What follows belongs to an exercise in optimizing a design on an open flow for small area; a production flow would make more cautious choices. In this exercise RTL edits were held to simulation tests only and were not proved equivalent to the original. The clock port is modelled as an ideal driver; clocking choices that lean on that would not hold on a real chip.

==> build 86: inputs <==
Design core_top, start of the top module:
module core_top (
	input  logic        clk_i,
	input  logic        rst_n_i,
	input  logic        fetch_enable_i,
	output logic        instr_req_o,
	output logic [31:0] instr_addr_o,
	input  logic        instr_gnt_i,
	input  logic        instr_rvalid_i,
	input  logic [31:0] instr_rdata_i,
	output logic        data_req_o,
	output logic        data_we_o,
	output logic [31:0] data_addr_o,
	output logic [31:0] data_wdata_o,
	input  logic        data_gnt_i,
	input  logic        data_rvalid_i,
	input  logic [31:0] data_rdata_i,
	output logic        core_busy_o
);
	localparam logic [3:0] S_CLR   = 4'd0;   
	localparam logic [3:0] S_IDLE  = 4'd1;
	localparam logic [3:0] S_FREQ  = 4'd2;   
	localparam logic [3:0] S_FWAIT = 4'd3;   
	localparam logic [3:0] S_RDY1  = 4'd4;   
	localparam logic [3:0] S_P1    = 4'd5;   
	localparam logic [3:0] S_P2B   = 4'd6;   
	localparam logic [3:0] S_P2S   = 4'd7;   
	localparam logic [3:0] S_DREQ  = 4'd8;   
	localparam logic [3:0] S_DWAIT = 4'd9;   
	localparam logic [3:0] S_RDY3  = 4'd10;  
  ...
clock: 10.0 ns
lec_check: 0
cap_margin: 20
cell_pad_in_sites_detail_placement: 0
cell_pad_in_sites_global_placement: 0
core_margin: 2
core_utilization: 60
place_density: 0.7
slew_margin: 20
standard.sh (not shown) runs the stock make flow with config.mk's settings and CLKGATE_MAP_FILE= SYNTH_SCRIPT=/design/flow/synth_recipe.tcl, a recipe that flattens the netlist after the stock synthesis.
==> flow/flow/run.sh <==
#!/bin/bash
set -euo pipefail
export BUFFER_PORTS_ARGS="-buffer_cell sky130_fd_sc_hd__buf_1"
export CTS_ARGS="-sink_clustering_enable -repair_clock_nets -dont_use_dummy_load -buf_list sky130_fd_sc_hd__clkbuf_16 -sink_clustering_size 36 -sink_clustering_max_diameter 60"
bash standard.sh > standard_flow.log 2>&1
==> inputs of build 78, as changes to build 86 <==
--- a/flow/design.v
+++ b/flow/design.v
@@ -59,27 +59,48 @@
 	wire in_clr = (state_q == S_CLR);
 	wire in_p1  = (state_q == S_P1);
 	wire in_p2b = (state_q == S_P2B);
 	wire in_p2s = (state_q == S_P2S);
 	wire in_p3  = (state_q == S_P3);
-	logic imm_i, imm_s, imm_b, imm_u, imm_j, imm;
-	always_comb begin
-		imm_i = (ph_q <= 5'd10) ? ir_q[5'd20 + ph_q] : ir_q[31];
-		imm_s = (ph_q <= 5'd4) ? ir_q[5'd7 + ph_q] : imm_i;
-		imm_b = (ph_q == 5'd0) ? 1'b0 : (ph_q == 5'd11) ? ir_q[7] : imm_s;
-		imm_u = (ph_q <= 5'd11) ? 1'b0 : ir_q[ph_q];
-		imm_j = (ph_q == 5'd0) ? 1'b0 : (ph_q == 5'd11) ? ir_q[20] :
-			((ph_q >= 5'd12) && (ph_q <= 5'd19)) ? ir_q[ph_q] : imm_i;
-		imm = is_lui ? imm_u : is_st ? imm_s : is_br ? imm_b : is_jal ? imm_j : imm_i;
+	logic [11:0] lo_v;
+	logic [19:0] hi_v;
+	logic [4:0]  s_v;
+	logic        m_lo, m_hi, m_s, imm;
+	assign lo_v = ir_q[31:20];
+	assign hi_v = ir_q[31:12];
+	assign s_v  = ir_q[11:7];
+	assign m_lo = lo_v[ph_q[3:0]];
+	assign m_hi = hi_v[ph_q - 5'd12];
+	assign m_s  = s_v[ph_q[2:0]];
+	always_comb begin
+		if (is_lui) imm = (ph_q >= 5'd12) ? m_hi : 1'b0;
+		else if ((ph_q == 5'd0) && (is_br | is_jal)) imm = 1'b0;
+		else if (ph_q <= 5'd4) imm = (is_st | is_br) ? m_s : m_lo;
+		else if (ph_q <= 5'd10) imm = m_lo;
+		else if (ph_q == 5'd11) imm = is_br ? ir_q[7] : is_jal ? ir_q[20] : ir_q[31];
+		else if ((ph_q <= 5'd19) && is_jal) imm = m_hi;
+		else imm = ir_q[31];
 	end
 	wire four = (ph_q == 5'd2);
 	always_comb begin
 		for (int k = 0; k < 32; k++) head[k] = ring_q[k][0];
 	end
 	wire pc_bit = head[0];
-	wire rs1_bit = (rs1 == 5'd0) ? 1'b0 : head[rs1];
-	wire rs2_bit = (rs2_q == 5'd0) ? 1'b0 : head[rs2_q];
+	logic [31:0] hz;
+	assign hz = {head[31:1], 1'b0};
+	logic [7:0] a1, b1;
+	logic [1:0] a2, b2;
+	for (genvar j = 0; j < 8; j++) begin : g_rd1
+		assign a1[j] = hz[4*j + rs1[1:0]];
+		assign b1[j] = hz[4*j + rs2_q[1:0]];
+	end
+	for (genvar j = 0; j < 2; j++) begin : g_rd2
+		assign a2[j] = a1[4*j + rs1[3:2]];
+		assign b2[j] = b1[4*j + rs2_q[3:2]];
+	end
+	wire rs1_bit = a2[rs1[4]];
+	wire rs2_bit = b2[rs2_q[4]];
 	wire a = is_jal ? pc_bit : is_lui ? 1'b0 : rs1_bit;
 	wire b0 = (is_op | is_br) ? rs2_bit : is_jal ? four : imm;
 	wire sub = is_op & ir_q[30];
 	wire b = b0 ^ sub;
 	wire cin = ph0 ? sub : calu_q;
@@ -100,23 +121,31 @@
 	end
 	wire taken = neq_q ^ ~f3[0];
 	logic inc;
 	always_comb begin
 		inc = 1'b0;
-		if (in_p1) inc = is_jal ? imm_j : is_br ? 1'b0 : four;
-		if (in_p2b) inc = taken ? imm_b : four;
+		if (in_p1) inc = is_jal ? imm : is_br ? 1'b0 : four;
+		if (in_p2b) inc = taken ? imm : four;
 	end
 	wire cpc_in = ph0 ? 1'b0 : cpc_q;
 	wire pc_sum = pc_bit ^ inc ^ cpc_in;
 	wire pc_in = in_clr ? 1'b0 : pc_sum;
 	wire rf_we = (in_p1 & (is_lui | is_opi | is_op | is_jal)) | (in_p3 & ~st_q);
 	wire wbit = in_clr ? 1'b0 : in_p3 ? addr_q[0] : alu;
 	always_ff @(posedge clk_i) begin
 		ring_q[0] <= {pc_in, ring_q[0][31:1]};
 	end
+	logic [3:0] wen_hi;
+	logic [7:0] wen_lo;
+	for (genvar i = 0; i < 4; i++) begin : g_whi
+		assign wen_hi[i] = in_clr | (rf_we & (rd[4:3] == i));
+	end
+	for (genvar i = 0; i < 8; i++) begin : g_wlo
+		assign wen_lo[i] = in_clr | (rd[2:0] == i);
+	end
 	for (genvar k = 1; k < 32; k++) begin : g_rf
-		wire wen = in_clr | (rf_we & (rd == k));
+		wire wen = wen_hi[k >> 3] & wen_lo[k & 7];
 		always_ff @(posedge clk_i) begin
 			ring_q[k] <= {wen ? wbit : ring_q[k][0], ring_q[k][31:1]};
 		end
 	end
 	wire running = in_clr | in_p1 | in_p2b | in_p3;
==> flow/flow/run.sh (replaced) <==
#!/bin/bash
set -euo pipefail
export BUFFER_PORTS_ARGS="-buffer_cell sky130_fd_sc_hd__buf_1"
export CTS_ARGS="-sink_clustering_enable -repair_clock_nets -dont_use_dummy_load -buf_list sky130_fd_sc_hd__clkbuf_4 -sink_clustering_size 10 -sink_clustering_max_diameter 30"
bash standard.sh > standard_flow.log 2>&1
==> flow/config.mk (replaced) <==
export PLATFORM = sky130hd
export DESIGN_NAME = core_top
export DESIGN_NICKNAME = core_top
export VERILOG_FILES = /design/flow/design.v
export SDC_FILE = /design/flow/constraint.sdc
export NUM_CORES = 4
export LEC_CHECK = 0
export ABC_AREA = 1
export CAP_MARGIN = 20
export CELL_PAD_IN_SITES_DETAIL_PLACEMENT = 0
export CELL_PAD_IN_SITES_GLOBAL_PLACEMENT = 0
export CORE_MARGIN = 2
export CORE_UTILIZATION = 70
export PLACE_DENSITY = 0.85
export SLEW_MARGIN = 20
==> inputs of trial 43, as changes to build 86 <==
--- a/flow/design.v
+++ b/flow/design.v
@@ -1,5 +1,57 @@
+`default_nettype none
+module rf_ring (
+	input  logic clk_i,
+	input  logic wen_i,
+	input  logic wbit_i,
+	output logic head_o
+);
+	logic [31:0] q;
+	always_ff @(posedge clk_i) begin
+		q <= {wen_i ? wbit_i : q[0], q[31:1]};
+	end
+	assign head_o = q[0];
+endmodule
+module rf_rmux (
+	input  logic [31:0] v_i,
+	input  logic [4:0]  sel_i,
+	output logic        o
+);
+	assign o = v_i[sel_i];
+endmodule
+module sh_reg (
+	input  logic        clk_i,
+	input  logic        ld_i,
+	input  logic [31:0] pin_i,
+	input  logic        sh_i,
+	input  logic        sin_i,
+	output logic [31:0] q_o
+);
+	always_ff @(posedge clk_i) begin
+		if (ld_i) q_o <= pin_i;
+		else if (sh_i) q_o <= {sin_i, q_o[31:1]};
+	end
+endmodule
+module rf_wdec (
+	input  logic [4:0]  rd_i,
+	input  logic        we_i,
+	input  logic        all_i,
+	output logic [31:1] wen_o
+);
+	logic [3:0] hi;
+	logic [7:0] lo;
+	for (genvar i = 0; i < 4; i++) begin : g_hi
+		assign hi[i] = all_i | (we_i & (rd_i[4:3] == i));
+	end
+	for (genvar i = 0; i < 8; i++) begin : g_lo
+		assign lo[i] = all_i | (rd_i[2:0] == i);
+	end
+	for (genvar k = 1; k < 32; k++) begin : g_w
+		assign wen_o[k] = hi[k >> 3] & lo[k & 7];
+	end
+endmodule
+`default_nettype wire
 `default_nettype none
 module core_top (
 	input  logic        clk_i,
 	input  logic        rst_n_i,
 	input  logic        fetch_enable_i,
@@ -36,13 +88,13 @@
 	logic        calu_q;    
 	logic        cpc_q;     
 	logic [31:0] ir_q;      
 	logic [4:0]  rs2_q;     
 	logic [31:0] addr_q;    
-	logic [31:0] ring_q [0:31];   
-	logic [31:0] head;
+	logic [31:0] head;      
 	wire ph0 = (ph_q == 5'd0);
+	wire ir_ld = (state_q == S_FWAIT) & instr_rvalid_i;
 	wire ph31 = (ph_q == 5'd31);
 	wire [6:0] opc = ir_q[6:0];
 	wire [2:0] f3  = ir_q[14:12];
 	wire [6:0] f7  = ir_q[31:25];
 	wire [4:0] rd  = ir_q[11:7];
@@ -59,27 +111,36 @@
 	wire in_clr = (state_q == S_CLR);
 	wire in_p1  = (state_q == S_P1);
 	wire in_p2b = (state_q == S_P2B);
 	wire in_p2s = (state_q == S_P2S);
 	wire in_p3  = (state_q == S_P3);
-	logic imm_i, imm_s, imm_b, imm_u, imm_j, imm;
-	always_comb begin
-		imm_i = (ph_q <= 5'd10) ? ir_q[5'd20 + ph_q] : ir_q[31];
-		imm_s = (ph_q <= 5'd4) ? ir_q[5'd7 + ph_q] : imm_i;
-		imm_b = (ph_q == 5'd0) ? 1'b0 : (ph_q == 5'd11) ? ir_q[7] : imm_s;
-		imm_u = (ph_q <= 5'd11) ? 1'b0 : ir_q[ph_q];
-		imm_j = (ph_q == 5'd0) ? 1'b0 : (ph_q == 5'd11) ? ir_q[20] :
-			((ph_q >= 5'd12) && (ph_q <= 5'd19)) ? ir_q[ph_q] : imm_i;
-		imm = is_lui ? imm_u : is_st ? imm_s : is_br ? imm_b : is_jal ? imm_j : imm_i;
+	logic [11:0] lo_v;
+	logic [19:0] hi_v;
+	logic [4:0]  s_v;
+	logic        m_lo, m_hi, m_s, imm;
+	assign lo_v = ir_q[31:20];
+	assign hi_v = ir_q[31:12];
+	assign s_v  = ir_q[11:7];
+	assign m_lo = lo_v[ph_q[3:0]];
+	assign m_hi = hi_v[ph_q - 5'd12];
+	assign m_s  = s_v[ph_q[2:0]];
+	always_comb begin
+		if (is_lui) imm = (ph_q >= 5'd12) ? m_hi : 1'b0;
+		else if ((ph_q == 5'd0) && (is_br | is_jal)) imm = 1'b0;
+		else if (ph_q <= 5'd4) imm = (is_st | is_br) ? m_s : m_lo;
+		else if (ph_q <= 5'd10) imm = m_lo;
+		else if (ph_q == 5'd11) imm = is_br ? ir_q[7] : is_jal ? ir_q[20] : ir_q[31];
+		else if ((ph_q <= 5'd19) && is_jal) imm = m_hi;
+		else imm = ir_q[31];
 	end
 	wire four = (ph_q == 5'd2);
-	always_comb begin
-		for (int k = 0; k < 32; k++) head[k] = ring_q[k][0];
-	end
 	wire pc_bit = head[0];
-	wire rs1_bit = (rs1 == 5'd0) ? 1'b0 : head[rs1];
-	wire rs2_bit = (rs2_q == 5'd0) ? 1'b0 : head[rs2_q];
+	logic [31:0] hz;
+	logic rs1_bit, rs2_bit;
+	assign hz = {head[31:1], 1'b0};
+	rf_rmux u_rmux_a (.v_i(hz), .sel_i(rs1), .o(rs1_bit));
+	rf_rmux u_rmux_b (.v_i(hz), .sel_i(rs2_q), .o(rs2_bit));
 	wire a = is_jal ? pc_bit : is_lui ? 1'b0 : rs1_bit;
 	wire b0 = (is_op | is_br) ? rs2_bit : is_jal ? four : imm;
 	wire sub = is_op & ir_q[30];
 	wire b = b0 ^ sub;
 	wire cin = ph0 ? sub : calu_q;
@@ -100,26 +161,27 @@
 	end
 	wire taken = neq_q ^ ~f3[0];
 	logic inc;
 	always_comb begin
 		inc = 1'b0;
-		if (in_p1) inc = is_jal ? imm_j : is_br ? 1'b0 : four;
-		if (in_p2b) inc = taken ? imm_b : four;
+		if (in_p1) inc = is_jal ? imm : is_br ? 1'b0 : four;
+		if (in_p2b) inc = taken ? imm : four;
 	end
 	wire cpc_in = ph0 ? 1'b0 : cpc_q;
 	wire pc_sum = pc_bit ^ inc ^ cpc_in;
 	wire pc_in = in_clr ? 1'b0 : pc_sum;
 	wire rf_we = (in_p1 & (is_lui | is_opi | is_op | is_jal)) | (in_p3 & ~st_q);
 	wire wbit = in_clr ? 1'b0 : in_p3 ? addr_q[0] : alu;
-	always_ff @(posedge clk_i) begin
-		ring_q[0] <= {pc_in, ring_q[0][31:1]};
-	end
+	logic [31:0] pc_q;
+	always_ff @(posedge clk_i) begin
+		pc_q <= {pc_in, pc_q[31:1]};
+	end
+	assign head[0] = pc_q[0];
+	logic [31:1] wen;
+	rf_wdec u_wdec (.rd_i(rd), .we_i(rf_we), .all_i(in_clr), .wen_o(wen));
 	for (genvar k = 1; k < 32; k++) begin : g_rf
-		wire wen = in_clr | (rf_we & (rd == k));
-		always_ff @(posedge clk_i) begin
-			ring_q[k] <= {wen ? wbit : ring_q[k][0], ring_q[k][31:1]};
-		end
+		rf_ring u_ring (.clk_i(clk_i), .wen_i(wen[k]), .wbit_i(wbit), .head_o(head[k]));
 	end
 	wire running = in_clr | in_p1 | in_p2b | in_p3;
 	wire [3:0] go = fetch_enable_i ? S_FREQ : S_IDLE;
 	always_comb begin
 		state_d = state_q;
@@ -152,22 +214,17 @@
 	always_ff @(posedge clk_i) begin
 		calu_q <= cout;
 		cpc_q  <= (pc_bit & inc) | (pc_bit & cpc_in) | (inc & cpc_in);
 		if (in_p1) neq_q <= (ph0 ? 1'b0 : neq_q) | (a ^ b);
 		if (in_p1 & ph31) st_q <= is_st;
-		if (state_q == S_FWAIT & instr_rvalid_i) begin
-			ir_q  <= instr_rdata_i;
-			rs2_q <= instr_rdata_i[24:20];
-		end else if (in_p2s) begin
-			ir_q <= {rs2_bit, ir_q[31:1]};
-		end
-		if (state_q == S_DWAIT & data_rvalid_i) begin
-			addr_q <= data_rdata_i;
-		end else if (running) begin
-			addr_q <= {(in_p1 & (is_ld | is_st)) ? alu : pc_in, addr_q[31:1]};
-		end
-	end
+		if (ir_ld) rs2_q <= instr_rdata_i[24:20];
+	end
+	sh_reg u_ir (.clk_i(clk_i), .ld_i(ir_ld), .pin_i(instr_rdata_i), .sh_i(in_p2s),
+		.sin_i(rs2_bit), .q_o(ir_q));
+	sh_reg u_addr (.clk_i(clk_i), .ld_i((state_q == S_DWAIT) & data_rvalid_i),
+		.pin_i(data_rdata_i), .sh_i(running),
+		.sin_i((in_p1 & (is_ld | is_st)) ? alu : pc_in), .q_o(addr_q));
 	assign instr_req_o  = (state_q == S_FREQ);
 	assign instr_addr_o = addr_q;
 	assign data_req_o   = (state_q == S_DREQ);
 	assign data_we_o    = st_q;
 	assign data_addr_o  = addr_q;
==> flow/flow/run.sh (replaced) <==
#!/bin/bash
set -euo pipefail
export BUFFER_PORTS_ARGS="-buffer_cell sky130_fd_sc_hd__buf_1"
export CTS_ARGS="-sink_clustering_enable -repair_clock_nets -dont_use_dummy_load -buf_list sky130_fd_sc_hd__clkbuf_4 -sink_clustering_size 12 -sink_clustering_max_diameter 30"
bash standard.sh > standard_flow.log 2>&1
--- a/flow/config.mk
+++ b/flow/config.mk
@@ -3,10 +3,11 @@
 export DESIGN_NICKNAME = core_top
 export VERILOG_FILES = /design/flow/design.v
 export SDC_FILE = /design/flow/constraint.sdc
 export NUM_CORES = 4
 export LEC_CHECK = 0
+export ABC_AREA = 1
 export CAP_MARGIN = 20
 export CELL_PAD_IN_SITES_DETAIL_PLACEMENT = 0
 export CELL_PAD_IN_SITES_GLOBAL_PLACEMENT = 0
 export CORE_MARGIN = 2
 export CORE_UTILIZATION = 60
==> flow_summary.ini <==
[setup_path]
path_max_fanout = 31
endpoint = ring_q[3][31]

[grt]
antenna_found_initial = 4

[power_and_ir_drop]
cellPowerDensity_nw_per_um2 = 253

[timing]
period_needed_ns = 5.24
fin_ws_ns = 4.76
max_slew_margin = 0.312

[finish]
finish.utilization = 0.659
fillers = 3026

[outcome]
status = timing/DRC/antenna clean
That was build 86.
==> flow_summary.ini <==
[outcome]
status = timing/DRC/antenna clean

[grt]
antenna_found_initial = 3

[timing]
period_needed_ns = 4.12
clock_skew_ns = 0.105
drv_slew = 0
max_slew_margin = 0.409
fin_ws_ns = 5.88

[power_and_ir_drop]
cellPowerDensity_nw_per_um2 = 287

[setup_path]
endpoint = ring_q[23][31]
path_max_fanout = 31

[finish]
finish.utilization = 0.763
fillers = 2186
multi_input_area_share = 0.107

[clock_network]
h-tree-depth = 4
That was build 78.
==> flow_summary.ini <==
[finish]
seq_cells = 1106
finish.utilization = 0.658
fillers = 3177

[outcome]
status = timing/DRC/antenna clean

[setup_path]
endpoint = instr_req_o
path_max_fanout = 4

[timing]
period_needed_ns = 4.12
max_slew_margin = 0.444
fin_ws_ns = 5.88

[grt]
antenna_found_initial = 2

[power_and_ir_drop]
p_clk_frac = 0.216
That was trial 43.

==> port drivers added, routing unchanged <==
How much do the figures lean on ideal ports? The routed layouts below were timed once more, with nothing changed but the port constraints.
Step 1, drivers: a clkbuf_16 drives clk_i and a buf_2 each remaining input, both assumed.
Step 2 times the ports against the registers' clock, not the clock port: input delays grow and output delays shrink by t, the midpoint of the rising clock arrivals with the driver on.
Slacks: ideal / step 1 / step 2; pairs: ideal / step 1.
run	t, ns	setup WS [ns]	worst setup path after step 2	worst slew at a driven data input, ns
build 86	0.623	4.755 / 4.755 / 4.755	register to register	0.09
build 78	0.819	5.882 / 5.882 / 5.882	register to register	0.09
trial 43	0.967	5.876 / 5.828 / 5.808	input to register	0.08
After both steps every run listed still meets setup and hold. For trial 43, which loses most, drivers alone change the setup slack by -0.048 ns; drivers and shift together by -0.068 ns.
